What follows belongs to an exercise in optimizing a design on an open flow for small area; a production flow would make more cautious choices. In this exercise RTL edits were held to simulation tests only and were not proved equivalent to the original. No activity file was given, so power comes from the tool's default toggle rates.

--- flow/constraint.sdc ---
create_clock -name core_clock -period 10.0 [get_ports {i_clk}]
set_input_delay 2.0000 -clock core_clock [delete_from_list [all_inputs] [get_ports {i_clk}]]
set_output_delay 2.0000 -clock core_clock [all_outputs]
set_load 0.01 [all_outputs]
--- flow/run.sh ---
#!/bin/bash
# synth_recipe.tcl (not shown) runs the flow's synth.tcl, then flattens the netlist and writes it again
# the make line also repeats each setting of config.mk as NAME=value (left out here)
make -C /OpenROAD-flow-scripts/flow DESIGN_CONFIG=/design/flow/config.mk WORK_HOME=/design/flow/orfs CLKGATE_MAP_FILE= SYNTH_SCRIPT=/design/flow/synth_recipe.tcl finish
--- flow/design.v ---
`timescale 1ns/100ps
module aplic_rd_g3 (
  input  logic [2:0] i_s,
  input  logic [2:0] i_t,
  output logic       o_n
);
  assign o_n = ~|(i_s & i_t);
endmodule
module aplic_rd_bit (
  input  logic [30:0] i_s,
  input  logic [30:0] i_t,
  input  logic        i_x,
  output logic        o_q
);
  logic [9:0] n;
  for (genvar g = 0; g < 10; g++) begin : g_g3
    aplic_rd_g3 u_g3 (.i_s(i_s[3*g+2:3*g]), .i_t(i_t[3*g+2:3*g]), .o_n(n[g]));
  end
  assign o_q = ~&n | (i_s[30] & i_t[30]) | i_x;
endmodule
`timescale 1ns/100ps
module aplic_src_slice (
  input  logic       i_owner,
  input  logic [2:0] i_mode,
  input  logic       i_ip,
  input  logic       i_en,
  input  logic       i_vld,
  input  logic       i_dom,
  input  logic       i_hh,        
  input  logic       i_hl,        
  input  logic       i_rd_tgt,
  input  logic       i_rd_src,
  input  logic       i_wr_tgt,
  input  logic       i_wr_src,
  input  logic       i_wd,        
  input  logic       i_nh,        
  input  logic       i_wd10,
  input  logic [2:0] i_wmode,
  input  logic       i_p_set, i_p_wclr, i_p_nset, i_p_nclr,
  input  logic       i_e_set, i_e_wclr, i_e_nset, i_e_nclr,
  input  logic       i_p_rd, i_e_rd,
  output logic       o_owner,
  output logic [2:0] o_mode,
  output logic       o_ip,
  output logic       o_en,
  output logic       o_twe,
  output logic       o_act,
  output logic       o_ts,
  output logic       o_ms,
  output logic       o_ds,
  output logic       o_x
);
  logic hit, own;
  logic ip_set, ip_clr, en_set, en_clr;
  assign hit   = i_hh & i_hl;
  assign own   = i_owner ~^ i_dom;
  assign o_act = |i_mode;
  assign o_owner = (i_wr_src & hit & ~i_dom) ? i_wd10 : i_owner;
  assign o_mode  = (i_wr_src & hit & (~i_dom | i_owner)) ? i_wmode : i_mode;
  assign ip_set = own & ((i_p_set & i_wd) | (i_p_nset & i_nh));
  assign ip_clr = own & (i_p_set | (i_p_wclr & i_wd) | (i_p_nclr & i_nh));
  assign en_set = own & ((i_e_set & i_wd) | (i_e_nset & i_nh));
  assign en_clr = own & (i_e_set | (i_e_wclr & i_wd) | (i_e_nclr & i_nh));
  assign o_ip   = o_act & ((i_ip & ~ip_clr) | ip_set);
  assign o_en   = o_act & ((i_en & ~en_clr) | en_set);
  assign o_twe = i_wr_tgt & hit & o_act & own;
  assign o_ts = i_rd_tgt & hit & own & i_vld;
  assign o_ms = i_rd_src & hit & own;
  assign o_ds = i_rd_src & hit & ~i_dom;
  assign o_x  = own & ((i_p_rd & i_ip) | (i_e_rd & i_en));
endmodule
`timescale 1ns/100ps
module aplic_regctl_top (
  input  logic        i_clk,
  input  logic        ni_rst,
  input  logic        i_acc_en,
  input  logic        i_acc_we,
  input  logic [0:0]  i_acc_dom,
  input  logic [15:0] i_acc_addr,
  input  logic [31:0] i_acc_wdata,
  output logic [31:0] o_acc_rdata,
  output logic [31:0] o_setip,
  output logic [31:0] o_setie,
  output logic [31:0] o_active,
  output logic [31:0] o_intp_domain,
  output logic [1:0]  o_domaincfg_ie,
  output logic [1:0]  o_domaincfg_dm
);
  logic        dom;
  logic [15:0] a;
  logic [31:0] wd;
  logic        rd, wr;
  logic        a_dom, a_src, a_tgt;
  logic        a_blk, a_word, a_num, num_hi0;
  logic        a_setip, a_inclrip, a_setie, a_clrie;
  logic        a_setipnum, a_clripnum, a_setienum, a_clrienum;
  logic [7:0]  hh;
  logic [3:0]  hl;
  logic [31:1] nh;
  assign dom = i_acc_dom[0];
  assign a   = i_acc_addr;
  assign wd  = i_acc_wdata;
  assign rd  = i_acc_en & ~i_acc_we;
  assign wr  = i_acc_en & i_acc_we;
  assign a_dom = (a == 16'h0000);
  assign a_src = (a[15:7] == 9'h000) & (a[1:0] == 2'b00);
  assign a_tgt = (a[15:7] == 9'h060) & (a[1:0] == 2'b00);
  assign a_blk  = (a[15:10] == 6'b000111);
  assign a_word = a_blk & (a[7:0] == 8'h00);
  assign a_num  = a_blk & (a[7:0] == 8'hDC);
  assign a_setip    = a_word & (a[9:8] == 2'd0);
  assign a_inclrip  = a_word & (a[9:8] == 2'd1);
  assign a_setie    = a_word & (a[9:8] == 2'd2);
  assign a_clrie    = a_word & (a[9:8] == 2'd3);
  assign a_setipnum = a_num  & (a[9:8] == 2'd0);
  assign a_clripnum = a_num  & (a[9:8] == 2'd1);
  assign a_setienum = a_num  & (a[9:8] == 2'd2);
  assign a_clrienum = a_num  & (a[9:8] == 2'd3);
  assign num_hi0 = (wd[31:5] == 27'd0);
  always_comb begin
    for (int j = 0; j < 8; j++) hh[j] = (a[6:4] == 3'(j));
    for (int k = 0; k < 4; k++) hl[k] = (a[3:2] == 2'(k));
    for (int i = 1; i < 32; i++) nh[i] = (wd[4:0] == 5'(i));
  end
  logic [1:0]        ie_q, dm_q;
  logic [31:1]       owner_q;
  logic [31:1][2:0]  mode_q;
  logic [31:1]       ip_q, en_q;
  logic [31:1]       vld_q;
  logic [30:0]       tgt_q [31:1];
  logic [31:1]       owner_d, ip_d, en_d, twe, act, ts, ms, ds, xs;
  logic [31:1][2:0]  mode_d;
  always_ff @(posedge i_clk or negedge ni_rst) begin
    if (!ni_rst) begin
      ie_q <= '0;
      dm_q <= '0;
    end else if (wr & a_dom) begin
      ie_q[dom] <= wd[8];
      dm_q[dom] <= wd[2];
    end
  end
  logic [2:0] wmode;
  logic       rd_tgt, rd_src, wr_tgt, wr_src;
  logic       p_set, p_wclr, p_nset, p_nclr, e_set, e_wclr, e_nset, e_nclr;
  logic       p_rd, e_rd;
  assign wmode  = (wd[10] | (wd[2:1] == 2'b01)) ? 3'd0 : wd[2:0];
  assign rd_tgt = rd & a_tgt;
  assign rd_src = rd & a_src;
  assign wr_tgt = wr & a_tgt;
  assign wr_src = wr & a_src;
  assign p_set  = wr & a_setip;
  assign p_wclr = wr & a_inclrip;
  assign p_nset = wr & num_hi0 & a_setipnum;
  assign p_nclr = wr & num_hi0 & a_clripnum;
  assign e_set  = wr & a_setie;
  assign e_wclr = wr & a_clrie;
  assign e_nset = wr & num_hi0 & a_setienum;
  assign e_nclr = wr & num_hi0 & a_clrienum;
  assign p_rd   = rd & a_setip;
  assign e_rd   = rd & a_setie;
  for (genvar i = 1; i < 32; i++) begin : g_src
    aplic_src_slice u_slice (
      .i_owner  (owner_q[i]),
      .i_mode   (mode_q[i]),
      .i_ip     (ip_q[i]),
      .i_en     (en_q[i]),
      .i_vld    (vld_q[i]),
      .i_dom    (dom),
      .i_hh     (hh[i/4]),
      .i_hl     (hl[i%4]),
      .i_rd_tgt (rd_tgt),
      .i_rd_src (rd_src),
      .i_wr_tgt (wr_tgt),
      .i_wr_src (wr_src),
      .i_wd     (wd[i]),
      .i_nh     (nh[i]),
      .i_wd10   (wd[10]),
      .i_wmode  (wmode),
      .i_p_set  (p_set),
      .i_p_wclr (p_wclr),
      .i_p_nset (p_nset),
      .i_p_nclr (p_nclr),
      .i_e_set  (e_set),
      .i_e_wclr (e_wclr),
      .i_e_nset (e_nset),
      .i_e_nclr (e_nclr),
      .i_p_rd   (p_rd),
      .i_e_rd   (e_rd),
      .o_owner  (owner_d[i]),
      .o_mode   (mode_d[i]),
      .o_ip     (ip_d[i]),
      .o_en     (en_d[i]),
      .o_twe    (twe[i]),
      .o_act    (act[i]),
      .o_ts     (ts[i]),
      .o_ms     (ms[i]),
      .o_ds     (ds[i]),
      .o_x      (xs[i])
    );
  end
  always_ff @(posedge i_clk or negedge ni_rst) begin
    if (!ni_rst) begin
      owner_q <= '0;
      mode_q  <= '0;
      ip_q    <= '0;
      en_q    <= '0;
      vld_q   <= '0;
    end else begin
      owner_q <= owner_d;
      mode_q  <= mode_d;
      ip_q    <= ip_d;
      en_q    <= en_d;
      vld_q   <= vld_q | twe;
    end
  end
  logic        wdm;
  logic [31:0] wl;
  logic [30:0] wl_s;
  assign wdm = dom ? dm_q[1] : dm_q[0];
  always_comb begin
    wl = wd;
    if (!wdm) begin
      wl[17:8] = '0;
      if (wd[7:0] == 8'd0) wl[0] = 1'b1;
    end else begin
      wl[11] = 1'b0;
    end
  end
  assign wl_s = {wl[31:12], wl[10:0]};
  for (genvar i = 1; i < 32; i++) begin : g_tgt
    always_ff @(posedge i_clk) begin
      if (twe[i]) begin
        tgt_q[i] <= wl_s;
      end
    end
  end
  logic [31:0] x;
  logic [30:0] t_rd;
  logic [2:0]  m_rd;
  logic        d_rd;
  always_comb begin
    x = {xs, 1'b0};
    x[31] = x[31] | (rd & a_dom);
    x[8]  = x[8]  | (rd & a_dom & (dom ? ie_q[1] : ie_q[0]));
    x[2]  = x[2]  | (rd & a_dom & wdm) | m_rd[2];
    x[1]  = x[1]  | m_rd[1];
    x[0]  = m_rd[0];
    x[10] = x[10] | d_rd;
  end
  for (genvar b = 0; b < 31; b++) begin : g_trd
    localparam int W = (b < 11) ? b : b + 1;
    logic [30:0] col;
    for (genvar i = 1; i < 32; i++) begin : g_col
      assign col[i-1] = tgt_q[i][b];
    end
    aplic_rd_bit u_bit (.i_s(ts), .i_t(col), .i_x(x[W]), .o_q(t_rd[b]));
  end
  for (genvar b = 0; b < 3; b++) begin : g_mrd
    logic [30:0] col;
    for (genvar i = 1; i < 32; i++) begin : g_col
      assign col[i-1] = mode_q[i][b];
    end
    aplic_rd_bit u_bit (.i_s(ms), .i_t(col), .i_x(1'b0), .o_q(m_rd[b]));
  end
  aplic_rd_bit u_drd (.i_s(ds), .i_t(owner_q), .i_x(1'b0), .o_q(d_rd));
  assign o_acc_rdata = {t_rd[30:11], x[11], t_rd[10:0]};
  assign o_setip        = {ip_q, 1'b0};
  assign o_setie        = {en_q, 1'b0};
  assign o_active       = {act, 1'b0};
  assign o_intp_domain  = {owner_q, 1'b0};
  assign o_domaincfg_ie = ie_q;
  assign o_domaincfg_dm = dm_q;
endmodule
--- flow/config.mk ---
export PLATFORM = sky130hd
export DESIGN_NAME = aplic_regctl_top
export DESIGN_NICKNAME = aplic_regctl_top
export VERILOG_FILES = /design/flow/design.v
export SDC_FILE = /design/flow/constraint.sdc
export NUM_CORES = 4
export LEC_CHECK = 0
export CAP_MARGIN = 10
export CORE_MARGIN = 2
export CORE_UTILIZATION = 60
export CTS_BUF_LIST = sky130_fd_sc_hd__clkbuf_4
export SETUP_SLACK_MARGIN = 0
export SLEW_MARGIN = 10
export SYNTH_HIERARCHICAL = 1
export SYNTH_MINIMUM_KEEP_SIZE = 0
==> results of run 1 <==
[final cells by class]
class / instances / area share [%]
Clock inverter: 83 / 0.907
Inverter: 31 / 0.211
Clock buffer: 443 / 6.04
Tap cell: 1040 / 2.36
Multi-Input combinational cell: 1526 / 22.9
Antenna cell: 4 / 0.0182
Timing Repair Buffer: 303 / 5.09
Sequential cell: 1182 / 62.5
[placed cells by master (no fill, tap or decap), types with 4 or more instances in the layout]
master           instances
a2111o_1                35
a21oi_1                 62
a221oi_1                62
a222oi_1               350
a22oi_1                 93
and2_1                  32
and3_1                  29
and3_2                  66
and4b_1                 32
buf_4                   91
bufinv_16                6
clkbuf_4               443
clkdlybuf4s50_1        209
clkinv_1                62
clkinv_2                 8
clkinv_4                 4
conb_1                   8
dfrtp_1                221
diode_2                  4
edfxtp_1               961
ha_1                    31
inv_1                   31
mux2_2                  35
mux2_4                  93
nand2_1                  8
nand2b_1                66
nand3_1                 32
nand3b_1                40
nand4_1                 71
nor2_1                 130
nor2_2                   5
nor2b_1                 32
nor2b_2                  9
nor3_2                   5
nor4_1                   7
o21a_1                  62
or2_2                   34
or2_4                   31
or3_1                   32
[cell families after synthesis]
family | Yosys count
flip-flops | 1182
other | 1
adder cells (fa/ha/maj) | 31
buffers and inverters | 42
AO/OA/AOI/OAI | 667
multiplexers | 130
AND/OR/NAND/NOR | 690
[cells in the mapped netlist (31+ instances only)]
| master | instances | area share [%] |
|---|---|---|
| nand4_1 | 71 | 0.95 |
| and4b_1 | 32 | 0.68 |
| a2111o_1 | 35 | 0.84 |
| and3_2 | 31 | 0.50 |
| a222oi_1 | 350 | 7.5 |
| ha_1 | 31 | 0.83 |
| nor2b_1 | 44 | 0.59 |
| inv_1 | 31 | 0.25 |
| nand3_1 | 32 | 0.34 |
| or2_4 | 31 | 0.58 |
| or3_1 | 32 | 0.43 |
| a21oi_1 | 62 | 0.66 |
| and2_1 | 32 | 0.43 |
| dfrtp_1 | 221 | 12 |
| edfxtp_1 | 961 | 61 |
| nor2_1 | 136 | 1.1 |
| a22oi_1 | 93 | 1.5 |
| and3_1 | 64 | 0.85 |
| mux2_4 | 93 | 3.0 |
| nand3b_1 | 40 | 0.64 |
| o21a_1 | 62 | 0.99 |
| nand2b_1 | 66 | 0.88 |
| mux2_2 | 35 | 0.84 |
| or2_2 | 34 | 0.45 |
| a221oi_1 | 62 | 1.2 |
[layer usage]
metal | global-route usage, % | vias up | share of wire [%]
met5 | 0 | - | 0.036
met4 | 16.2 | 8 | 4.0
met3 | 10.8 | 347 | 14
met2 | 55.1 | 2658 | 45
met1 | 51.9 | 16300 | 37
li1 | - | 13400 | -
[metrics by stage]
stage	utilization, %	worst slack [ns]	total power (uW)
floorplan	-	1.53	5460
global placement	66.1	1.57	5620
detailed placement	66.1	1.55	5630
CTS	71.0	1.54	9660
global route	71.0	1.39	9940
finish	71.0	1.48	9620
[how the worst max path moves through the flow]
stage / start / endpoint / slack, ns / cells past startpoint
after floorplan: i_acc_addr[9] / o_acc_rdata[10] / 1.53 / 11
after global placement: i_acc_addr[9] / o_acc_rdata[1] / 1.57 / 13
after detailed placement: i_acc_addr[9] / o_acc_rdata[27] / 1.55 / 11
after CTS: i_acc_addr[9] / o_acc_rdata[27] / 1.54 / 11
after global routing: i_acc_addr[9] / o_acc_rdata[1] / 1.39 / 13
final: i_acc_addr[9] / o_acc_rdata[1] / 1.48 / 13
[flip-flops by register name, indices dropped and copies added, names as in the netlist, named ones only]
register and count:
tgt_q 961, mode_q 93, en_q 31, ip_q 31, owner_q 31, vld_q 31
[critical path: stages]
cell and delay (ns):
clkdlybuf4s50_1 0.71, nor4_1 0.14, nand3b_1 0.23, nor4_2 0.08, buf_4 0.32, and2_1 0.26
a222oi_1 0.50, nand4_1 0.34, a2111o_1 0.43, or2_2 0.36, nand3b_1 0.21, a2111o_1 0.40
clkdlybuf4s50_1 0.51
[where the power goes]
group	internal, uW	switching, uW	total (uW)
clock	2190	1900	4090
combinational	55.7	173	228
sequential	5300	0.0484	5300
total	7550	2070	9620
[Yosys stat by module, one instance, submodules excluded]
module | cell area, sq um | flip-flops and latches | cells inside
aplic_regctl_top | 35400 | 1182 | 1354
aplic_src_slice | 224 | 0 | 29
aplic_rd_bit | 31.3 | 0 | 4
aplic_rd_g3 | 10.0 | 0 | 1
==> summary.md, run 1 <==
| Metric | Value |
|---|---|
| EDFF count, synth | about 960 |
| Design area | around 0.055 sq mm |
| Area of placed instances | slightly above 0.05 sq mm |
| # IOs | 217 |
| First-pass GRT wire length | ~220,000 um |
| Peak VDD IR | between 0.1 and 0.15 mV |
| Area growth syn-to-layout | 17.2% |
| Total CTS buffers | between 300 and 400 |
| Primary FF master, synth | edfxtp_1 |
| Setup Skew | 0.128 ns |
| H-Tree Level Count | 5 |
| Post-synthesis register bit count | ~1,200 |
| Final setup violation count | 0 |
| Final HPWL DP | 89,900 um |
| Initial antenna violation count | 11 |
| Clk slew on worst S/H paths | about 0.07 ns |
| Synthesized area per cell | 17.1 sq um |
| CTS Hold Buffers Added | 0 |
| Max Freq | roughly 0.12 GHz |
| Simple-gate portion of the synthesized area | 9.06% |
| Xor/xnor cell area share of the yosys netlist | 0% |
| Largest family of logic cells by synthesized area | compound AO/OA/AOI/OAI gates |
| Gpl congestion | 0.912 |
| Vias | roughly 33,000 |
| Pleak | approximately 0.021 uW |
| Die X | between 200 and 300 um |
| Period utilization | between 80% and 90% |
| Worst reg-to-reg path cell count | 4 |
| Min Tclk post-route | roughly 8.5 ns |
| R2R Setup Slk | 7.37 ns |
| Hold path cells | 1 |
| Asr flop ratio synth | about a fifth |
| MaxCap Viol Count | 0 |
| Final Max Slew Viols | 0 |
| CTS Buffer Depth | 4 |
| Drt pass-1 iters | 10 |
| Final-layout fill cell count | about 5,100 |
| Compound-Gate Fraction of Synth Area | about an eighth |
| Critical Path Source Type | input pin |
| TritonCTS Sinks | 1,182 |
| Hold EP | vld_q[23] |
| Syn Std Cell Area | 0.0470 sq mm |
| Post-CTS setup repair buffer count | 0 |
| Area of the multi-input gates | ~0.013 sq mm |
| Die H | between 200 and 300 um |
| Hold Fails Final Rpt | 0 |
| NumNets Final | about 3,400 |
| Initial Util | approximately 61% |
| Starting DRT DRC Count | between 5,000 and 6,000 |
| Standard-cell row count | 102 |
| Req. time, crit path | about 8.0 ns |
| Unrepaired setup endpoints after global routing | no |
| Netlist cell types | 48 |
| Core ar. | approximately 0.077 sq mm |
| Crit path DAT | ~6.5 ns |
| IO Port Bufs | roughly 210 |
| PwrDens | roughly 170 mW/mm^2 |
| Mux contribution to synthesized area | under 10% |
| Yosys warning count | 8 |
| Clock root buffer | clkbuf_4 |
| Min-delay src | vld_q[23] |
| Gr usage total | 37.2% |
| Share of layout cells above drive strength 1 | 23.9% |
| Final setup TNS | 0 ns |
| Status | complete, no violations |
| Avg Vias per Cell | approximately 7.1 |
| Slew at the pin closest to its max-slew limit | between 1 and 1.5 ns |
| Largest net degree at the start of global routing | between 80 and 90 |
| Resized Gates After CTS | 0 |
| Critical-path maximum fanout | 62 |
| Drt total wl | roughly 150,000 um |
| Die ar. | between 0.08 and 0.09 sq mm |
| Rel. slew slack | between 10% and 20% |
| Post-synthesis adder-cell area fraction | less than 1% |
| Synth Instances | 2,743 |
| Worst Hold Class | reg -> reg |
| Post-route DRC | 0 |
| Vias in the first global route | 32,900 |
| CTS tree | done |
| Endpoint class of the critical path | primary output |
| Reg-to-reg endpoint | tgt_q[2][22] |
| Fin cells | 4,612 |
| Avg WL per Cell | about 33 um |
| Total congestion overflow | 0 |
| Register area | 0.0344 sq mm |
| # placed instances | ~4,000 |
| Final hold slack | approximately 0.46 ns |
| Setup CP Type | in -> out |
| Post-route antenna net violation count | 0 |
| Reg-to-reg critical path startpoint | owner_q[2] |
| Clock latency (worst-skew pair) | approximately 1.1 ns |
| Seq/Total Area, Yosys | 73.2% |
==> run 2, diff against run 1 <==
--- a/flow/design.v
+++ b/flow/design.v
@@ -35,10 +35,13 @@
   input  logic       i_wd,        
+  input  logic       i_wword,     
   input  logic       i_nh,        
-  input  logic       i_wd10,
-  input  logic [2:0] i_wmode,
-  input  logic       i_p_set, i_p_wclr, i_p_nset, i_p_nclr,
-  input  logic       i_e_set, i_e_wclr, i_e_nset, i_e_nclr,
+  input  logic       i_p_wset,    
+  input  logic       i_p_set,     
+  input  logic       i_p_clr,     
+  input  logic       i_e_wset,
+  input  logic       i_e_set,
+  input  logic       i_e_clr,
   input  logic       i_p_rd, i_e_rd,
-  output logic       o_owner,
-  output logic [2:0] o_mode,
+  output logic       o_owner_we,
+  output logic       o_mode_we,
   output logic       o_ip,
@@ -53,3 +56,3 @@
   logic hit, own;
-  logic ip_set, ip_clr, en_set, en_clr;
+  logic k, ip_set, ip_clr, en_set, en_clr;
   assign hit   = i_hh & i_hl;
@@ -57,8 +60,9 @@
   assign o_act = |i_mode;
-  assign o_owner = (i_wr_src & hit & ~i_dom) ? i_wd10 : i_owner;
-  assign o_mode  = (i_wr_src & hit & (~i_dom | i_owner)) ? i_wmode : i_mode;
-  assign ip_set = own & ((i_p_set & i_wd) | (i_p_nset & i_nh));
-  assign ip_clr = own & (i_p_set | (i_p_wclr & i_wd) | (i_p_nclr & i_nh));
-  assign en_set = own & ((i_e_set & i_wd) | (i_e_nset & i_nh));
-  assign en_clr = own & (i_e_set | (i_e_wclr & i_wd) | (i_e_nclr & i_nh));
+  assign o_owner_we = i_wr_src & hit & ~i_dom;
+  assign o_mode_we  = i_wr_src & hit & (~i_dom | i_owner);
+  assign k      = own & ((i_wword & i_wd) | i_nh);
+  assign ip_set = k & i_p_set;
+  assign ip_clr = (own & i_p_wset) | (k & i_p_clr);
+  assign en_set = k & i_e_set;
+  assign en_clr = (own & i_e_wset) | (k & i_e_clr);
   assign o_ip   = o_act & ((i_ip & ~ip_clr) | ip_set);
@@ -122,3 +126,3 @@
     for (int k = 0; k < 4; k++) hl[k] = (a[3:2] == 2'(k));
-    for (int i = 1; i < 32; i++) nh[i] = (wd[4:0] == 5'(i));
+    for (int i = 1; i < 32; i++) nh[i] = wr & a_num & num_hi0 & (wd[4:0] == 5'(i));
   end
@@ -130,4 +134,3 @@
   logic [30:0]       tgt_q [31:1];
-  logic [31:1]       owner_d, ip_d, en_d, twe, act, ts, ms, ds, xs;
-  logic [31:1][2:0]  mode_d;
+  logic [31:1]       owner_we, mode_we, ip_d, en_d, twe, act, ts, ms, ds, xs;
   always_ff @(posedge i_clk or negedge ni_rst) begin
@@ -143,3 +146,3 @@
   logic       rd_tgt, rd_src, wr_tgt, wr_src;
-  logic       p_set, p_wclr, p_nset, p_nclr, e_set, e_wclr, e_nset, e_nclr;
+  logic       wword, p_wset, p_set, p_clr, e_wset, e_set, e_clr;
   logic       p_rd, e_rd;
@@ -150,10 +153,9 @@
   assign wr_src = wr & a_src;
-  assign p_set  = wr & a_setip;
-  assign p_wclr = wr & a_inclrip;
-  assign p_nset = wr & num_hi0 & a_setipnum;
-  assign p_nclr = wr & num_hi0 & a_clripnum;
-  assign e_set  = wr & a_setie;
-  assign e_wclr = wr & a_clrie;
-  assign e_nset = wr & num_hi0 & a_setienum;
-  assign e_nclr = wr & num_hi0 & a_clrienum;
+  assign wword  = wr & a_word;
+  assign p_wset = wr & a_setip;
+  assign p_set  = (a[9:8] == 2'd0);
+  assign p_clr  = (a[9:8] == 2'd1);
+  assign e_wset = wr & a_setie;
+  assign e_set  = (a[9:8] == 2'd2);
+  assign e_clr  = (a[9:8] == 2'd3);
   assign p_rd   = rd & a_setip;
@@ -176,16 +178,13 @@
       .i_nh     (nh[i]),
-      .i_wd10   (wd[10]),
-      .i_wmode  (wmode),
+      .i_wword  (wword),
+      .i_p_wset (p_wset),
       .i_p_set  (p_set),
-      .i_p_wclr (p_wclr),
-      .i_p_nset (p_nset),
-      .i_p_nclr (p_nclr),
+      .i_p_clr  (p_clr),
+      .i_e_wset (e_wset),
       .i_e_set  (e_set),
-      .i_e_wclr (e_wclr),
-      .i_e_nset (e_nset),
-      .i_e_nclr (e_nclr),
+      .i_e_clr  (e_clr),
       .i_p_rd   (p_rd),
       .i_e_rd   (e_rd),
-      .o_owner  (owner_d[i]),
-      .o_mode   (mode_d[i]),
+      .o_owner_we (owner_we[i]),
+      .o_mode_we  (mode_we[i]),
       .o_ip     (ip_d[i]),
@@ -202,4 +201,2 @@
     if (!ni_rst) begin
-      owner_q <= '0;
-      mode_q  <= '0;
       ip_q    <= '0;
@@ -208,4 +205,2 @@
     end else begin
-      owner_q <= owner_d;
-      mode_q  <= mode_d;
       ip_q    <= ip_d;
@@ -213,2 +208,18 @@
       vld_q   <= vld_q | twe;
+    end
+  end
+  for (genvar i = 1; i < 32; i++) begin : g_cfg
+    always_ff @(posedge i_clk or negedge ni_rst) begin
+      if (!ni_rst) begin
+        owner_q[i] <= 1'b0;
+      end else if (owner_we[i]) begin
+        owner_q[i] <= wd[10];
+      end
+    end
+    always_ff @(posedge i_clk or negedge ni_rst) begin
+      if (!ni_rst) begin
+        mode_q[i] <= 3'd0;
+      end else if (mode_we[i]) begin
+        mode_q[i] <= wmode;
+      end
     end
--- a/flow/config.mk
+++ b/flow/config.mk
@@ -7,8 +7,8 @@
 export LEC_CHECK = 0
-export CAP_MARGIN = 10
+export CAP_MARGIN = 5
 export CORE_MARGIN = 2
-export CORE_UTILIZATION = 60
+export CORE_UTILIZATION = 70
 export CTS_BUF_LIST = sky130_fd_sc_hd__clkbuf_4
 export SETUP_SLACK_MARGIN = 0
-export SLEW_MARGIN = 10
+export SLEW_MARGIN = 5
 export SYNTH_HIERARCHICAL = 1
==> run 2 against run 1 <==
Hold slack improved by 0.0019 ns; combinational power about the same; flip-flop and latch count unchanged; die area decreased by 15%; maximum frequency about the same; count of clock-buffer cells in the layout increased by 10; via count increased by 2.9%; sequential share of layout area increased by 1.0 points; still clean; largest cell class unchanged.
==> summary.md, run 2 <==
| Metric | Value |
|---|---|
| # IOs | about 220 |
| Area growth syn-to-layout | 16.5% |
| Top reg by flops | tgt_q |
| Critical path depth in cells | 9 |
| Seq/Total Area, Yosys | between 70 and 80% |
| Worst reg-to-reg path cell count | 4 |
| Commonest non-fill, non-tap cell in the layout | edfxtp_1 |
| Fin cells | approximately 4,500 |
| Total congestion overflow | 0 |
| First-pass GRT wire length | around 220,000 um |
| Min Tclk post-route | 8.51 ns |
| Final HPWL DP | 88,000 um |
| CP dominant cell by count | and3_1 |
| Rel. slew slack | between 8 and 9% |
| Synthesized area per cell | 16.4 sq um |
| Starting DRT DRC Count | about 7,300 |
| Power share of the clock group | 42.9% |
| Post-CTS setup repair buffer count | 0 |
| Peak VDD IR | around 0.12 mV |
| Clock root buffer | clkbuf_4 |
| H-Tree Level Count | 5 |
| Die ar. | around 0.07 sq mm |
| Highest metal used | met5 |
| TritonCTS Sinks | roughly 1,200 |
| Primary FF master, synth | edfxtp_1 |
| Largest cells by area after synthesis | edfxtp_1 62%, dfrtp_1 12%, a222oi_1 7.5% |
| Dominant delay contributor by cell family on the critical path | buffers and inverters |
| MaxCap Viol Count | 0 |
| Total CTS buffers | between 200 and 300 |
| Max reg flops | 961 |
| Standard-cell row count | 94 |
| Share of layout cells above drive strength 1 | a little under a quarter |
| CTS Hold Buffers Added | 0 |
| Gpl congestion | 0.995 |
| Comb pwr share | about 2.3% |
| Gr usage total | between 40% and 50% |
| Worst Hold Class | reg -> reg |
| Req. time, crit path | around 8.0 ns |
| Vias | around 34,000 |
| Unrepaired setup endpoints after global routing | no |
| NumNets Final | approximately 3,500 |
| Clock latency (worst-skew pair) | 1.16 ns |
| Asr flop ratio synth | 18.7% |
| Avg Vias per Cell | approximately 7.5 |
| Slowest-stage cell, CP | buf_2 |
| Area share of the leading cell type in the synthesized netlist | approximately 62% |
| Endpoint class of the critical path | primary output |
| Biggest regs | tgt_q: 961 flops, mode_q: 93 flops |
| Commonest cells in the netlist | 961 x edfxtp_1, 350 x a222oi_1, 221 x dfrtp_1 |
| Met2 Routed Length | about 67,000 um |
| Setup CP Type | in -> out |
| Largest stage delay, worst path | ~0.70 ns |
| Die X | between 200 and 300 um |
| Hold Fails Final Rpt | 0 |
| Setup Skew | about 0.12 ns |
| Status | complete, no violations |
| Crit-path cells | buf_2, ha_1, and3_1, and3_1, buf_4, a222oi_1, nand4_1, a2111o_1, clkdlybuf4s50_1 |
| Bufs and invs on worst path | 3 |
| Synth Instances | 2,829 |
| Largest net degree at the start of global routing | ~120 |
| IO Port Bufs | 212 |
| Period utilization | about 85% |
| R2R Setup Slk | a little over 7 ns |
| Hold path cells | 1 |
| Final setup violation count | 0 |
| Drt total wl | between 150,000 and 200,000 um |
| Post-route DRC | 0 |
| Die H | ~260 um |
| Pre-CTS worst setup slack | 1.67 ns |
| Netlist cell types | 48 |
| Most frequent cells in the layout | 961 x edfxtp_1, 453 x clkbuf_4, 350 x a222oi_1, 221 x dfrtp_1, 209 x clkdlybuf4s50_1 |
| Yosys warning count | 8 |
| EDFF count, synth | between 900 and 1,000 |
| Max Freq | 0.117 GHz |
| CTS tree | done |
| Initial antenna violation count | 8 |
| Resized Gates After CTS | 0 |
| Final Max Slew Viols | 0 |
| Final setup TNS | 0 ns |
| Core ar. | between 0.06 and 0.07 sq mm |
| Post-synthesis register bit count | 1,182 |
| Psw | about 2100 uW |
| WL met3 | between 20,000 and 25,000 um |
| Avg WL per Cell | approximately 34 um |
| Setup ws final | 1.49 ns |
| Clk slew on worst S/H paths | 0.06 ns |
| Vias in the first global route | between 30,000 and 40,000 |
| PwrDens | 179 mW/mm^2 |
| Cell with the most instances after synthesis | edfxtp_1 |
| Routed met1 length | ~50,000 um |
| Switching share of power | a little over a fifth |
| Critical Path Source Type | input pin |
| Initial Util | a little over two thirds |
| Syn Std Cell Area | roughly 0.046 sq mm |
| Post-route antenna net violation count | 0 |
| Crit path DAT | 6.51 ns |
| Slew at the pin closest to its max-slew limit | roughly 1.4 ns |
| Pwr Total | approximately 9700 uW |
| Pleak | ~0.020 uW |
| Drt pass-1 iters | 10 |
| Sequential Power Share | 54.8% |
| # placed instances | roughly 4,000 |
| Critical-path maximum fanout | 52 |
| CTS Buffer Depth | 4 |
| Synth area leader | edfxtp_1 |
| Internal power | ~7600 uW |
==> run 2: final timing paths <==
path	start	to
max	i_acc_dom[0]	o_acc_rdata[9]
min	vld_q[19]	vld_q[19]
max reg2reg	owner_q[24]	tgt_q[24][7]
min reg2reg	vld_q[19]	vld_q[19]
max in group asynchronous	ni_rst	mode_q[17]
min in group asynchronous	ni_rst	mode_q[8]
==> run 2: cells by family (layout without fill, tap and decap cells) <==
group / count (synthesis) / in the layout / share of synthesized area [%]
adders and majority gates: 31 / 31 / 0.835
AOI/OAI and AO/OA: 606 / 606 / 11.5
and+or+nand+nor: 778 / 778 / 9.67
DFF: 1182 / 1182 / 74.0
buffers and inverters: 101 / 870 / 0.859
other: 1 / 14 / 0.00807
muxes: 130 / 130 / 3.16
==> run 2: per-layer routing <==
| layer | vias to the layer above | track usage (%) |
|---|---|---|
| met5 | - | 0 |
| met4 | 12 | 26.5 |
| met3 | 604 | 14.2 |
| met2 | 3482 | 64.9 |
| met1 | 16200 | 59.5 |
| li1 | 13400 | - |
==> run 2: final cells by class <==
class | count | area (sq um)
sequential | 1182 | 34400
multi-input combinational | 1553 | 11900
fill | 3266 | 11600
clock buffer | 453 | 3400
timing repair buffer | 298 | 2760
tap | 864 | 1080
clock inverter | 52 | 388
inverter | 67 | 251
antenna | 6 | 15.0
==> run 2: per-module statistics from Yosys, one instance, submodules excluded <==
| module | cells | flops+latches | times used |
|---|---|---|---|
| aplic_src_slice | 26 | 0 | 31 |
| aplic_rd_bit | 4 | 0 | 35 |
| aplic_rd_g3 | 1 | 0 | 350 |
| aplic_regctl_top | 1533 | 1182 | 1 |
==> run 2: metrics by stage <==
step | hold WS [ns] | instance area (sq um) | util, %
after floorplan | 0.428 | 46500 | -
after global placement | 0.442 | 50300 | 76.5
after detailed placement | 0.441 | 50300 | 76.5
after CTS | 0.456 | 54100 | 82.3
after global routing | 0.465 | 54100 | 82.3
final | 0.460 | 54100 | 82.3
==> run 2: power groups by stage <==
stage          combinational [uW]  sequential (uW)  clock, uW
2_1_floorplan                58.1             5410          0
3_5_place_dp                  215             5410          0
3_3_place_gp                  207             5410          0
6_report                      227             5300       4150
4_1_cts                       215             5300       4160
5_1_grt                       234             5300       4400
==> run 3, diff against run 2 <==
--- a/flow/config.mk
+++ b/flow/config.mk
@@ -10,3 +10,5 @@
 export CORE_UTILIZATION = 70
-export CTS_BUF_LIST = sky130_fd_sc_hd__clkbuf_4
+export CTS_BUF_LIST = sky130_fd_sc_hd__clkbuf_8
+export CTS_CLUSTER_DIAMETER = 100
+export CTS_CLUSTER_SIZE = 15
 export SETUP_SLACK_MARGIN = 0
==> run 3 against run 2 <==
Sequential power hardly changed; die area stayed put; core utilization is 3.7 points lower; critical path depth is 4 higher; via count is 5.8% lower; final cell count is 8.6% lower; count of clock-buffer cells in the layout is 364 lower; register-to-register slack hardly changed; first-iteration DRC count is 7.1% lower; power is 19% lower; area after synthesis stayed put; non-clock buffer count stayed put.
==> summary.md, run 3 <==
| Metric | Value |
|---|---|
| Status | complete, no violations |
| Die ar. | approximately 0.068 sq mm |
| Vias | roughly 32,000 |
| Post-CTS setup repair buffer count | 0 |
| Gr usage total | roughly two fifths |
| # IOs | about 220 |
| Setup CP Type | in -> out |
| Die H | 262 um |
| GR Layer Usage met1 | 59.8% |
| Pleak | 0.0189 uW |
| Period utilization | 84.9% |
| Core ar. | approximately 0.066 sq mm |
| Peak VDD IR | roughly 0.13 mV |
| Starting DRT DRC Count | 6,749 |
| Top reg by flops | tgt_q |
| Bufs and invs on worst path | 4 |
| Avg Vias per Cell | around 7.8 |
| TritonCTS Sinks | roughly 1,200 |
| Resized Gates After CTS | 0 |
| CTS Buffer Depth | 3 |
| Clock root buffer | clkbuf_8 |
| Endpoint class of the critical path | primary output |
| Crit-path cells | buf_2, buf_4, buf_4, ha_1, and3_1, and2_1, a222oi_1, nand4_1, a2111o_1, or2_2, nand3b_1, a2111o_1, clkdlybuf4s50_1 |
| Synth Instances | approximately 2,800 |
| Initial Util | approximately 70% |
| CP startpoint | i_acc_dom[0] |
| CTS Hold Buffers Added | 0 |
| Worst Hold Class | reg -> reg |
| Setup Skew | between 0.05 and 0.06 ns |
| Drt pass-1 iters | 11 |
| CTS tree | done |
| Area share of the leading cell type in the synthesized netlist | ~62% |
| Commonest non-fill, non-tap cell in the layout | edfxtp_1 |
| Largest net degree at the start of global routing | roughly 120 |
| Slowest-stage cell, CP | buf_2 |
| R2R Setup Slk | a little over 7 ns |
| Clock latency (worst-skew pair) | between 0.7 and 0.8 ns |
| Max Freq | roughly 0.12 GHz |
| Post-route antenna net violation count | 0 |
| Final setup violation count | 0 |
| Unrepaired setup endpoints after global routing | no |
| Routing usage on met3 | 10.3% |
| Final Max Slew Viols | 0 |
| Reg-to-reg endpoint | tgt_q[24][8] |
| Yosys warning count | 8 |
| Critical-path maximum fanout | between 50 and 60 |
| Largest cells by area after synthesis | edfxtp_1 62%, dfrtp_1 12%, a222oi_1 7.5% |
| Total congestion overflow | 0 |
| Setup crit end | o_acc_rdata[1] |
| Avg WL per Cell | 34.8 um |
| NumNets Final | 3,274 |
| Dominant delay contributor by cell family on the critical path | buffers and inverters |
| Netlist cell types | 48 |
| Critical path depth in cells | 13 |
| Seq/Total Area, Yosys | ~74% |
| EDFF count, synth | just under 1,000 |
| Biggest regs | tgt_q: 961 flops, mode_q: 93 flops |
| Min Tclk post-route | 8.49 ns |
| # placed instances | 3,964 |
| PwrDens | 151 mW/mm^2 |
| Crit path DAT | 6.49 ns |
| Vias in the first global route | a little over 30,000 |
| Syn Std Cell Area | about 0.046 sq mm |
| Area growth syn-to-layout | 11.3% |
| Final setup TNS | 0 ns |
| H-Tree Level Count | 3 |
| Rel. slew slack | around 6.5% |
| Hold Fails Final Rpt | 0 |
| Reg-to-reg critical path startpoint | owner_q[24] |
| Clk slew on worst S/H paths | around 0.090 ns |
| Die X | about 260 um |
| Critical Path Source Type | input pin |
| Cell with the most instances after synthesis | edfxtp_1 |
| Post-route DRC | 0 |
| Met2 Track Usage GR | between 60% and 70% |
| Global routing's busiest layer | met2 |
| First-pass GRT wire length | about 200,000 um |
| Standard-cell row count | 94 |
| MaxCap Viol Count | 0 |
| Req. time, crit path | around 8.0 ns |
| Most frequent cells in the layout | 961 x edfxtp_1, 350 x a222oi_1, 221 x dfrtp_1, 209 x clkdlybuf4s50_1, 146 x nand2_1 |
| Worst reg-to-reg path cell count | 4 |
| Drt total wl | roughly 140,000 um |
| Area of placed instances | slightly above 0.05 sq mm |
| Fin cells | roughly 4,100 |
| IO Port Bufs | between 200 and 250 |
| Largest stage delay, worst path | ~0.72 ns |
| Slew at the pin closest to its max-slew limit | 1.38 ns |
| Total CTS buffers | between 80 and 90 |
| Commonest cells in the netlist | 961 x edfxtp_1, 350 x a222oi_1, 221 x dfrtp_1 |
| Primary FF master, synth | edfxtp_1 |
| Synth area leader | edfxtp_1 |
| Asr flop ratio synth | a little under a fifth |
| Gpl congestion | 0.995 |
| Final HPWL DP | 88,000 um |
| Design area | 0.0517 sq mm |
| Share of layout cells above drive strength 1 | around 15% |
| Max reg flops | ~960 |
| Post-synthesis register bit count | roughly 1,200 |
| Synthesized area per cell | roughly 16 sq um |
| Initial antenna violation count | 8 |
==> run 3: cell counts after synthesis <==
Identical to the previous run, type by type.
==> run 3: layer usage <==
layer | share of wire, % | wire [um]
met2 | 45 | 63600
met3 | 15 | 21900
met1 | 35 | 49900
met5 | 0.024 | 34
met4 | 5.0 | 7130
==> run 3: worst register-to-register path, delay by kind of cell (launching register included) <==
family | cells | cell delay (ns)
buffers and inverters | 1 | 0.07
flip-flops | 1 | 0.43
AND/OR/NAND/NOR | 2 | 1.27
adder cells (fa/ha/maj) | 1 | 0.53
==> run 3: logic make-up after synthesis <==
| kind of cell | synth area share [%] |
|---|---|
| DFF | 74.0 |
| and+or+nand+nor | 9.67 |
| AOI/OAI and AO/OA | 11.5 |
| muxes | 3.16 |
| buffers and inverters | 0.859 |
| adders and majority gates | 0.835 |
| other | 0.00807 |
==> run 3: power breakdown <==
part	switching (uW)	total (uW)	internal [uW]
clock	1450	2280	821
combinational	174	226	52.3
sequential	0.0361	5300	5300
total	1630	7800	6170
==> run 3: worst min-delay path by stage <==
stage | startpoint | endpoint | slack [ns] | depth (start not counted)
after floorplan | vld_q[10] | vld_q[10] | 0.43 | 1
after global placement | vld_q[10] | vld_q[10] | 0.44 | 1
after detailed placement | vld_q[6] | vld_q[6] | 0.44 | 1
after CTS | vld_q[6] | vld_q[6] | 0.46 | 1
after global routing | vld_q[12] | vld_q[12] | 0.47 | 1
final | vld_q[6] | vld_q[6] | 0.46 | 1
==> run 3: layout make-up <==
class                           count  area, sq um
Timing Repair Buffer              298         2760
Fill cell                        3526        14000
Clock buffer                       89         1220
Multi-Input combinational cell   1553        11800
Antenna cell                        6         15.0
Inverter                           67          251
Tap cell                          864         1080
Sequential cell                  1182        34400
Clock inverter                     33          156
==> run 3: metrics by stage <==
| stage | setup WS (ns) | hold WS (ns) | utilization, % | power (uW) |
|---|---|---|---|---|
| 3_5_place_dp | 1.67 | 0.441 | 76.5 | 5620 |
| 3_3_place_gp | 1.78 | 0.442 | 76.5 | 5610 |
| 4_1_cts | 1.66 | 0.463 | 78.6 | 7800 |
| 2_1_floorplan | 2.81 | 0.428 | - | 5470 |
| 5_1_grt | 1.38 | 0.471 | 78.6 | 7980 |
| 6_report | 1.51 | 0.465 | 78.7 | 7800 |
==> run 3: per-module statistics from Yosys (local to each module, per instance) <==
module | area (sq um) | cells | copies in the design | flip-flops and latches
aplic_regctl_top | 37100 | 1533 | 1 | 1182
aplic_src_slice | 154 | 26 | 31 | 0
aplic_rd_bit | 31.3 | 4 | 35 | 0
aplic_rd_g3 | 10.0 | 1 | 350 | 0
==> run 4, diff against run 3 <==
==> flow/flow/run.sh (new file) <==
#!/bin/bash
# Own layout flow: the standard ORFS flow, with
#  - port buffers of the smallest buffer (buf_1) instead of clkdlybuf4s50_1,
#  - CTS with larger sink clusters and no dummy loads,
#  - every logic cell swapped to its smallest size after floorplan (repair
#    steps later size up what needs it).
# Each tool's log stays under orfs/logs; make's output goes to flow_make.log.
set -euo pipefail
here=$(pwd)
bash standard.sh finish \
  BUFFER_PORTS_ARGS="-buffer_cell sky130_fd_sc_hd__buf_1" \
  CTS_ARGS="-sink_clustering_enable -repair_clock_nets -buf_list sky130_fd_sc_hd__clkbuf_8 -sink_clustering_size 15 -sink_clustering_max_diameter 100 -dont_use_dummy_load" \
  POST_FLOORPLAN_TCL="$here/flow/downsize.tcl" \
  > "$here/flow_make.log" 2>&1
==> flow/flow/downsize.tcl (new file) <==
# Swap every logic cell for the smallest cell of its family (same function,
# same pins); later repair steps size up what timing, slew or load need.
# Flip-flops keep their synthesized cell.
set db [ord::get_db]
set dont_use [expr {[info exists ::env(DONT_USE_CELLS)] ? $::env(DONT_USE_CELLS) : ""}]
proc ds_pins {m} {
  set p {}
  foreach t [$m getMTerms] { lappend p [$t getName] }
  return [lsort $p]
}
array set fam {}
foreach lib [$db getLibs] {
  foreach m [$lib getMasters] {
    set n [$m getName]
    set skip 0
    foreach pat $dont_use { if {[string match $pat $n]} { set skip 1 } }
    if {$skip} continue
    if {[regexp {^(sky130_fd_sc_hd__[a-z0-9]+)_[0-9]+$} $n -> f]} { lappend fam($f) $m }
  }
}
set n_swap 0
set saved 0
foreach inst [[[$db getChip] getBlock] getInsts] {
  set m [$inst getMaster]
  set n [$m getName]
  if {[regexp {__(df|edf|sdf|dl|tap|fill|decap|conb|clk)} $n]} continue
  if {![regexp {^(sky130_fd_sc_hd__[a-z0-9]+)_[0-9]+$} $n -> f]} continue
  if {![info exists fam($f)]} continue
  set best $m
  set ba [expr {[$m getWidth] * [$m getHeight]}]
  set pins [ds_pins $m]
  foreach c $fam($f) {
    set a [expr {[$c getWidth] * [$c getHeight]}]
    if {$a < $ba && [ds_pins $c] eq $pins} { set best $c; set ba $a }
  }
  if {$best ne $m} {
    set saved [expr {$saved + [$m getWidth] * [$m getHeight] - $ba}]
    replace_cell [$inst getName] [$best getName]
    incr n_swap
  }
}
puts "downsize: swapped $n_swap cells, [expr {$saved / 1e6}] um2 less"
==> flow/standard.sh (new file) <==
#!/bin/bash
# synth_recipe.tcl (not shown) runs the flow's synth.tcl, then flattens the netlist and writes it again
# the make line also repeats each setting of config.mk as NAME=value (left out here)
make -C /OpenROAD-flow-scripts/flow DESIGN_CONFIG=/design/flow/config.mk WORK_HOME=/design/flow/orfs CLKGATE_MAP_FILE= SYNTH_SCRIPT=/design/flow/synth_recipe.tcl "${@:-finish}"
removed: flow/run.sh
==> run 4 against run 3 <==
Still clean; non-clock buffer count fell by 1; routed wire length fell by 0.46%; via count fell by 1.2%; synthesized cell count did not move; die area did not move; maximum frequency rose by 3.9%; flip-flop and latch count did not move; critical path depth fell by 1; critical path type unchanged; largest power group unchanged.
==> summary.md, run 4 <==
| Metric | Value |
|---|---|
| Largest stage delay, worst path | ~0.66 ns |
| Die X | approximately 260 um |
| Yosys warning count | 8 |
| Gpl congestion | roughly 0.96 |
| Starting DRT DRC Count | 6,494 |
| PwrDens | ~150 mW/mm^2 |
| First-pass GRT wire length | about 200,000 um |
| Primary FF master, synth | edfxtp_1 |
| Final HPWL DP | ~87,000 um |
| CP dominant cell by count | a2111o_1 |
| TritonCTS Sinks | roughly 1,200 |
| Initial Util | 70.7% |
| Max Freq | about 0.12 GHz |
| Post-CTS setup repair buffer count | 0 |
| Met2 Routed Length | roughly 63,000 um |
| Avg Vias per Cell | roughly 7.7 |
| Setup Skew | roughly 0.071 ns |
| Routed met1 length | ~50,000 um |
| Post-route DRC | 0 |
| Largest cells by area after synthesis | edfxtp_1 62%, dfrtp_1 12%, a222oi_1 7.5% |
| Min Tclk post-route | between 8 and 9 ns |
| Biggest regs | tgt_q: 961 flops, mode_q: 93 flops |
| Post-synthesis register bit count | roughly 1,200 |
| IO Port Bufs | approximately 210 |
| Area of placed instances | ~0.049 sq mm |
| Initial antenna violation count | 13 |
| Critical Path Source Type | input pin |
| Core ar. | approximately 0.066 sq mm |
| Avg WL per Cell | around 35 um |
| Resized Gates After CTS | 0 |
| Syn Std Cell Area | 0.0465 sq mm |
| Synth Instances | roughly 2,800 |
| Final Util | approximately 76% |
| Final setup violation count | 0 |
| Rel. slew slack | 9.01% |
| Design area | around 0.05 sq mm |
| Share of layout cells above drive strength 1 | between 10% and 20% |
| Die ar. | a little under 0.07 sq mm |
| Netlist cell types | 48 |
| Seq/Total Area, Yosys | about three quarters |
| Vias | between 30,000 and 40,000 |
| Req. time, crit path | ~8.0 ns |
| Status | complete, no violations |
| Xor/xnor cell area share of the yosys netlist | 0% |
| Hold Fails Final Rpt | 0 |
| Mux contribution to synthesized area | approximately 3.2% |
| Synthesized area per cell | approximately 16 sq um |
| Cell with the most instances after synthesis | edfxtp_1 |
| Asr flop ratio synth | 18.7% |
| Compound-Gate Fraction of Synth Area | roughly 11% |
| Clock root buffer | clkbuf_8 |
| CTS tree | done |
| NumNets Final | approximately 3,300 |
| Gr usage total | roughly two fifths |
| Slew at the pin closest to its max-slew limit | between 1 and 1.5 ns |
| EDFF count, synth | 961 |
| Clock latency (worst-skew pair) | approximately 0.73 ns |
| Area growth syn-to-layout | 7.62% |
| MaxCap Viol Count | 0 |
| Most frequent cells in the layout | 961 x edfxtp_1, 350 x a222oi_1, 221 x dfrtp_1, 207 x buf_1, 147 x nand2_1 |
| Pleak | 0.0182 uW |
| Drt total wl | 142,000 um |
| Unrepaired setup endpoints after global routing | no |
| WL met3 | 22,300 um |
| Post-route antenna net violation count | 0 |
| # IOs | approximately 220 |
| Total congestion overflow | 0 |
| Highest metal used | met5 |
| H-Tree Level Count | 3 |
| Critical-path maximum fanout | 61 |
| Peak VDD IR | 0.114 mV |
| Final Max Slew Viols | 0 |
| Post-synthesis adder-cell area fraction | less than 1% |
| Die H | 262 um |
| Max reg flops | 961 |
| Total CTS buffers | 88 |
| CTS Buffer Depth | 3 |
| Simple-gate portion of the synthesized area | approximately 9.7% |
| Setup CP Type | in -> out |
| Largest family of logic cells by synthesized area | compound AO/OA/AOI/OAI gates |
| CTS Hold Buffers Added | 0 |
| Drt pass-1 iters | 10 |
| Vias in the first global route | between 30,000 and 40,000 |
| Commonest non-fill, non-tap cell in the layout | edfxtp_1 |
| Clk slew on worst S/H paths | approximately 0.090 ns |
| Area share of the leading cell type in the synthesized netlist | 62.1% |
| Period utilization | roughly four fifths |
| Standard-cell row count | 94 |
| Crit path DAT | 6.17 ns |
| Largest net degree at the start of global routing | 74 |
| Commonest cells in the netlist | 961 x edfxtp_1, 350 x a222oi_1, 221 x dfrtp_1 |
| Crit-path cells | buf_2, buf_4, ha_1, and3_1, and2_1, a222oi_1, nand4_1, a2111o_1, or2_2, nand3b_1, a2111o_1, buf_1 |
| Top reg by flops | tgt_q |
| Synth area leader | edfxtp_1 |
| Endpoint class of the critical path | primary output |
| Worst Hold Class | reg -> reg |
| Slowest-stage cell, CP | buf_4 |
| Final setup TNS | 0 ns |
[run 4: cell counts after synthesis]
Identical to the previous run, type by type.
[run 4: logic make-up (layout without fill, tap and decap cells)]
logic type,after synthesis,in the layout
AO/OA/AOI/OAI,606,606
other,1,11
flip-flops,1182,1182
buffers and inverters,101,452
AND/OR/NAND/NOR,778,778
adder cells (fa/ha/maj),31,31
multiplexers,130,130
[run 4: per-layer routing]
metal,vias to the layer above,GRT usage (%)
met2,2906,61.7
met4,16,19.7
li1,12700,-
met3,449,11.4
met1,15300,57.5
met5,-,0
[run 4: final timing paths]
kind / cells after the start / slack (ns) / from / to
worst max register to register: 4 / 7.41 / owner_q[27] / tgt_q[27][3]
worst max-delay path: 12 / 1.83 / i_acc_dom[0] / o_acc_rdata[1]
max in group asynchronous: 3 / 6.53 / ni_rst / vld_q[3]
min in group asynchronous: 1 / 1.24 / ni_rst / ip_q[26]
worst min register to register: 1 / 0.47 / vld_q[20] / vld_q[20]
worst min-delay path: 1 / 0.47 / vld_q[20] / vld_q[20]
[run 4: area by class of cell]
type	instances	area, sq um
sequential	1182	34400
fill	3833	15700
multi-input combinational	1553	11600
timing repair buffer	297	1440
clock buffer	88	1210
tap	864	1080
inverter	67	251
antenna	3	7.51
[run 4: power breakdown]
group / internal [uW] / switching, uW / total [uW]
Clock: 789 / 1420 / 2210
Combinational: 37.5 / 169 / 207
Sequential: 5300 / 0.0326 / 5300
[run 4: metrics by stage]
stage	instances	total power, uW	setup WS, ns	hold slack (ns)
floorplan	2836	5470	2.81	0.428
global placement	3963	5600	2.05	0.441
detailed placement	3963	5600	1.96	0.441
CTS	4051	7700	1.96	0.467
global route	4053	7890	1.67	0.471
finish	4054	7710	1.83	0.467
[run 4: critical path, delay by kind of cell]
family                   cells  cell delay (ns)
buffers and inverters        3             1.30
AO/OA/AOI/OAI                3             1.19
adder cells (fa/ha/maj)      1             0.44
AND/OR/NAND/NOR              5             1.19
[run 4: per-module statistics from Yosys (local to each module, per instance)]
module	flops+latches	cells	area (sq um)	copies in the design
aplic_regctl_top	1182	1533	37100	1
aplic_rd_g3	0	1	10.0	350
aplic_rd_bit	0	4	31.3	35
aplic_src_slice	0	26	154	31
==> run 5, diff against run 4 <==
--- a/flow/design.v
+++ b/flow/design.v
@@ -56,3 +56,3 @@
   logic hit, own;
-  logic k, ip_set, ip_clr, en_set, en_clr;
+  logic k;
   assign hit   = i_hh & i_hl;
@@ -63,8 +63,6 @@
   assign k      = own & ((i_wword & i_wd) | i_nh);
-  assign ip_set = k & i_p_set;
-  assign ip_clr = (own & i_p_wset) | (k & i_p_clr);
-  assign en_set = k & i_e_set;
-  assign en_clr = (own & i_e_wset) | (k & i_e_clr);
-  assign o_ip   = o_act & ((i_ip & ~ip_clr) | ip_set);
-  assign o_en   = o_act & ((i_en & ~en_clr) | en_set);
+  aplic_ix_bit u_ip (.i_q(i_ip), .i_act(o_act), .i_own(own), .i_k(k),
+                     .i_wset(i_p_wset), .i_set(i_p_set), .i_clr(i_p_clr), .o_d(o_ip));
+  aplic_ix_bit u_en (.i_q(i_en), .i_act(o_act), .i_own(own), .i_k(k),
+                     .i_wset(i_e_wset), .i_set(i_e_set), .i_clr(i_e_clr), .o_d(o_en));
   assign o_twe = i_wr_tgt & hit & o_act & own;
@@ -74,2 +72,15 @@
   assign o_x  = own & ((i_p_rd & i_ip) | (i_e_rd & i_en));
+endmodule
+`timescale 1ns/100ps
+module aplic_ix_bit (
+  input  logic i_q,      
+  input  logic i_act,    
+  input  logic i_own,    
+  input  logic i_k,      
+  input  logic i_wset,   
+  input  logic i_set,    
+  input  logic i_clr,    
+  output logic o_d
+);
+  assign o_d = i_act & ((i_k & i_set) | (i_q & ~(i_own & i_wset) & ~(i_k & i_clr)));
 endmodule
--- a/flow/flow/run.sh
+++ b/flow/flow/run.sh
@@ -11,3 +11,3 @@
   BUFFER_PORTS_ARGS="-buffer_cell sky130_fd_sc_hd__buf_1" \
-  CTS_ARGS="-sink_clustering_enable -repair_clock_nets -buf_list sky130_fd_sc_hd__clkbuf_8 -sink_clustering_size 15 -sink_clustering_max_diameter 100 -dont_use_dummy_load" \
+  CTS_ARGS="-sink_clustering_enable -repair_clock_nets -buf_list sky130_fd_sc_hd__clkbuf_8 -sink_clustering_size 14 -sink_clustering_max_diameter 50 -dont_use_dummy_load" \
   POST_FLOORPLAN_TCL="$here/flow/downsize.tcl" \
--- a/flow/config.mk
+++ b/flow/config.mk
@@ -11,4 +11,4 @@
 export CTS_BUF_LIST = sky130_fd_sc_hd__clkbuf_8
-export CTS_CLUSTER_DIAMETER = 100
-export CTS_CLUSTER_SIZE = 15
+export CTS_CLUSTER_DIAMETER = 50
+export CTS_CLUSTER_SIZE = 14
 export SETUP_SLACK_MARGIN = 0
==> run 5 against run 4 <==
Still clean; global-route usage is 0.25 points lower; clock skew fell by 0.0085 ns; flip-flop and latch count stayed put; maximum frequency is 2.3% higher; first-iteration DRC count fell by 2.6%; register-to-register slack improved by 0.09 ns; die area down 0.41%; largest cell class unchanged.
==> summary.md, run 5 <==
| Metric | Value |
|---|---|
| Vias in the first global route | about 30,000 |
| Share of layout cells above drive strength 1 | around an eighth |
| Starting DRT DRC Count | between 6,000 and 7,000 |
| Worst Hold Class | reg -> reg |
| Gpl congestion | just under 1 |
| Commonest cells in the netlist | 961 x edfxtp_1, 350 x a222oi_1, 221 x dfrtp_1 |
| Avg WL per Cell | 35.3 um |
| First-pass GRT wire length | 200,000 um |
| Netlist cell types | 46 |
| Die H | between 200 and 300 um |
| Drt total wl | ~140,000 um |
| # IOs | 217 |
| H-Tree Level Count | 3 |
| PwrDens | roughly 160 mW/mm^2 |
| Hold Fails Final Rpt | 0 |
| Unrepaired setup endpoints after global routing | no |
| Synth Instances | 2,736 |
| Cell with the most instances after synthesis | edfxtp_1 |
| TritonCTS Sinks | around 1,200 |
| Switching share of power | between 20% and 30% |
| Avg Vias per Cell | between 7 and 8 |
| Drt pass-1 iters | 9 |
| Req. time, crit path | 8.00 ns |
| Peak VDD IR | ~0.11 mV |
| Post-CTS setup repair buffer count | 0 |
| Final setup violation count | 0 |
| Die ar. | 0.0682 sq mm |
| Max reg flops | approximately 960 |
| Clock latency (worst-skew pair) | 0.74 ns |
| Period utilization | 79.9% |
| Syn Std Cell Area | 0.0463 sq mm |
| Initial antenna violation count | 10 |
| # placed instances | 3,865 |
| Synthesized area per cell | 16.9 sq um |
| Setup Skew | ~0.062 ns |
| Core ar. | 0.0656 sq mm |
| Gr usage total | 41.1% |
| Total congestion overflow | 0 |
| R2R Setup Slk | 7.50 ns |
| Min Tclk post-route | between 7 and 8 ns |
| Asr flop ratio synth | 18.7% |
| Sequential Power Share | approximately two thirds |
| Clk slew on worst S/H paths | ~0.080 ns |
| Post-route antenna net violation count | 0 |
| Resized Gates After CTS | 0 |
| Top reg by flops | tgt_q |
| Total CTS buffers | between 100 and 150 |
| Primary FF master, synth | edfxtp_1 |
| Rel. slew slack | about 8.8% |
| IO Port Bufs | ~210 |
| Biggest regs | tgt_q: 961 flops, mode_q: 93 flops |
| Power share of the clock group | between 30 and 40% |
| Setup CP Type | in -> out |
| Internal power | between 6000 and 7000 uW |
| EDFF count, synth | around 960 |
| Slew at the pin closest to its max-slew limit | about 1.4 ns |
| Synth area leader | edfxtp_1 |
| Area share of the leading cell type in the synthesized netlist | 62.4% |
| Final HPWL DP | about 85,000 um |
| Critical-path maximum fanout | 35 |
| Max Freq | 0.125 GHz |
| Area growth syn-to-layout | 8.23% |
| Status | complete, no violations |
| CTS tree | done |
| Commonest non-fill, non-tap cell in the layout | edfxtp_1 |
| Seq/Total Area, Yosys | roughly three quarters |
| CTS Buffer Depth | 3 |
| Vias | a little over 30,000 |
| Initial Util | a little over two thirds |
| Psw | ~1600 uW |
| Post-synthesis register bit count | ~1,200 |
| Largest cells by area after synthesis | edfxtp_1 62%, dfrtp_1 12%, a222oi_1 7.6% |
| Largest net degree at the start of global routing | approximately 160 |
| Critical Path Source Type | input pin |
| Register area | 0.0344 sq mm |
| Clock root buffer | clkbuf_8 |
| Yosys warning count | 8 |
| Crit path DAT | about 6.0 ns |
| MaxCap Viol Count | 0 |
| Standard-cell row count | 94 |
| Fin cells | between 3,000 and 4,000 |
| Final setup TNS | 0 ns |
| Comb pwr share | under 10% |
| Post-route DRC | 0 |
| NumNets Final | around 3,200 |
| Most frequent cells in the layout | 961 x edfxtp_1, 350 x a222oi_1, 221 x dfrtp_1, 207 x buf_1, 147 x nand2_1 |
| Pleak | about 0.019 uW |
| Endpoint class of the critical path | primary output |
| Die X | 261 um |
| Final-layout fill cell count | 3,744 |
| Area of the multi-input gates | around 0.012 sq mm |
| CTS Hold Buffers Added | 0 |
| Final Max Slew Viols | 0 |
[run 5: cell types whose count changed after synthesis, sizes merged]
cell and delta:
a41o +62, nor2b +31, a21oi -62, a21o -31
nor3 -31, nand3 -62, o211ai -62, inv -31
and3 +62, or3 +31
[run 5: metrics by stage]
| step | setup slack [ns] | instance area [sq um] | hold WS (ns) | utilization [%] | total power [uW] |
|---|---|---|---|---|---|
| 6_report | 2.01 | 50100 | 0.460 | 76.3 | 7880 |
| 3_5_place_dp | 2.13 | 48600 | 0.443 | 74.0 | 5590 |
| 2_1_floorplan | 2.81 | 46300 | 0.428 | - | 5460 |
| 4_1_cts | 2.12 | 50000 | 0.460 | 76.2 | 7870 |
| 5_1_grt | 1.85 | 50100 | 0.470 | 76.3 | 8050 |
| 3_3_place_gp | 2.24 | 48600 | 0.442 | 74.0 | 5580 |
[run 5: cell families after synthesis]
kind of cell	count (synthesis)	share of synthesized area [%]
DFF	1182	74.3
and+or+nand+nor	809	10.4
AOI/OAI and AO/OA	513	10.7
muxes	130	3.17
buffers and inverters	70	0.611
adders and majority gates	31	0.838
other	1	0.00810
[run 5: worst max-delay path, stage by stage]
cell	delay [ns]
buf_2	0.61
buf_4	0.41
ha_1	0.35
and3_1	0.24
and2_1	0.19
a222oi_1	0.49
nand4_1	0.22
a2111o_1	0.42
or2_2	0.34
nand3b_1	0.17
a2111o_1	0.36
buf_1	0.17
[run 5: final timing paths]
path	start	endpoint	depth (start not counted)
worst max-delay path	i_acc_dom[0]	o_acc_rdata[1]	12
worst min-delay path	vld_q[6]	vld_q[6]	1
worst max register to register	owner_q[14]	tgt_q[14][0]	4
worst min register to register	vld_q[6]	vld_q[6]	1
max in group asynchronous	ni_rst	vld_q[31]	2
min in group asynchronous	ni_rst	mode_q[6]	1
[run 5: layout make-up]
cell class | instances | area share, %
Inverter | 36 | 0.270
Multi-Input combinational cell | 1491 | 23.1
Tap cell | 864 | 2.16
Antenna cell | 6 | 0.0300
Clock buffer | 107 | 2.94
Sequential cell | 1182 | 68.7
Timing Repair Buffer | 294 | 2.89
[run 5: metal layers]
layer	up-vias	routed length, um	track usage [%]
li1	12500	-	-
met1	15200	48200	58.1
met2	2935	63200	61.5
met3	427	21800	10.2
met4	6	7140	19.4
met5	-	42	0
[run 5: power by group through the flow]
stage	combinational [uW]	sequential [uW]	clock [uW]
after floorplan	49.8	5410	0
after global placement	173	5410	0
after detailed placement	180	5410	0
after CTS	180	5300	2390
after global routing	197	5300	2550
final	190	5300	2390
[run 5: per-module statistics from Yosys (local to each module, per instance)]
module            flops+latches  area (sq um)  copies in the design  cells inside
aplic_ix_bit                  0          23.8                    62             4
aplic_rd_bit                  0          31.3                    35             4
aplic_rd_g3                   0          10.0                   350             1
aplic_regctl_top           1182         37100                     1          1533
aplic_src_slice               0           100                    31            15

==> port drivers added, routing unchanged <==
No port has a modelled driver above. Below, the same layouts with a new extraction and two added sets of constraints. Step 1: set_driving_cell puts a clkbuf_16 on i_clk and a buf_2 on each other input, an assumption about the parent block. Step 2, shift: input delay + t, output delay - t, t = (earliest + latest rising clock arrival at the registers) / 2. This alone moves slack from input paths to output paths. a / b / c = no drivers / after step 1 / after step 2; a / b = the first two.
| run | t, ns | slack for setup (ns) | cell pins on the clock port's net |
|---|---|---|---|
| run 1 | 1.131 | 1.480 / 1.456 / 1.456 | 1 |
| run 2 | 1.160 | 1.486 / 1.460 / 1.460 | 1 |
| run 3 | 0.778 | 1.510 / 1.484 / 1.484 | 1 |
| run 4 | 0.758 | 1.827 / 1.807 / 1.807 | 1 |
| run 5 | 0.769 | 2.011 / 1.989 / 1.989 | 1 |
After both steps setup and hold are still met in every run listed.
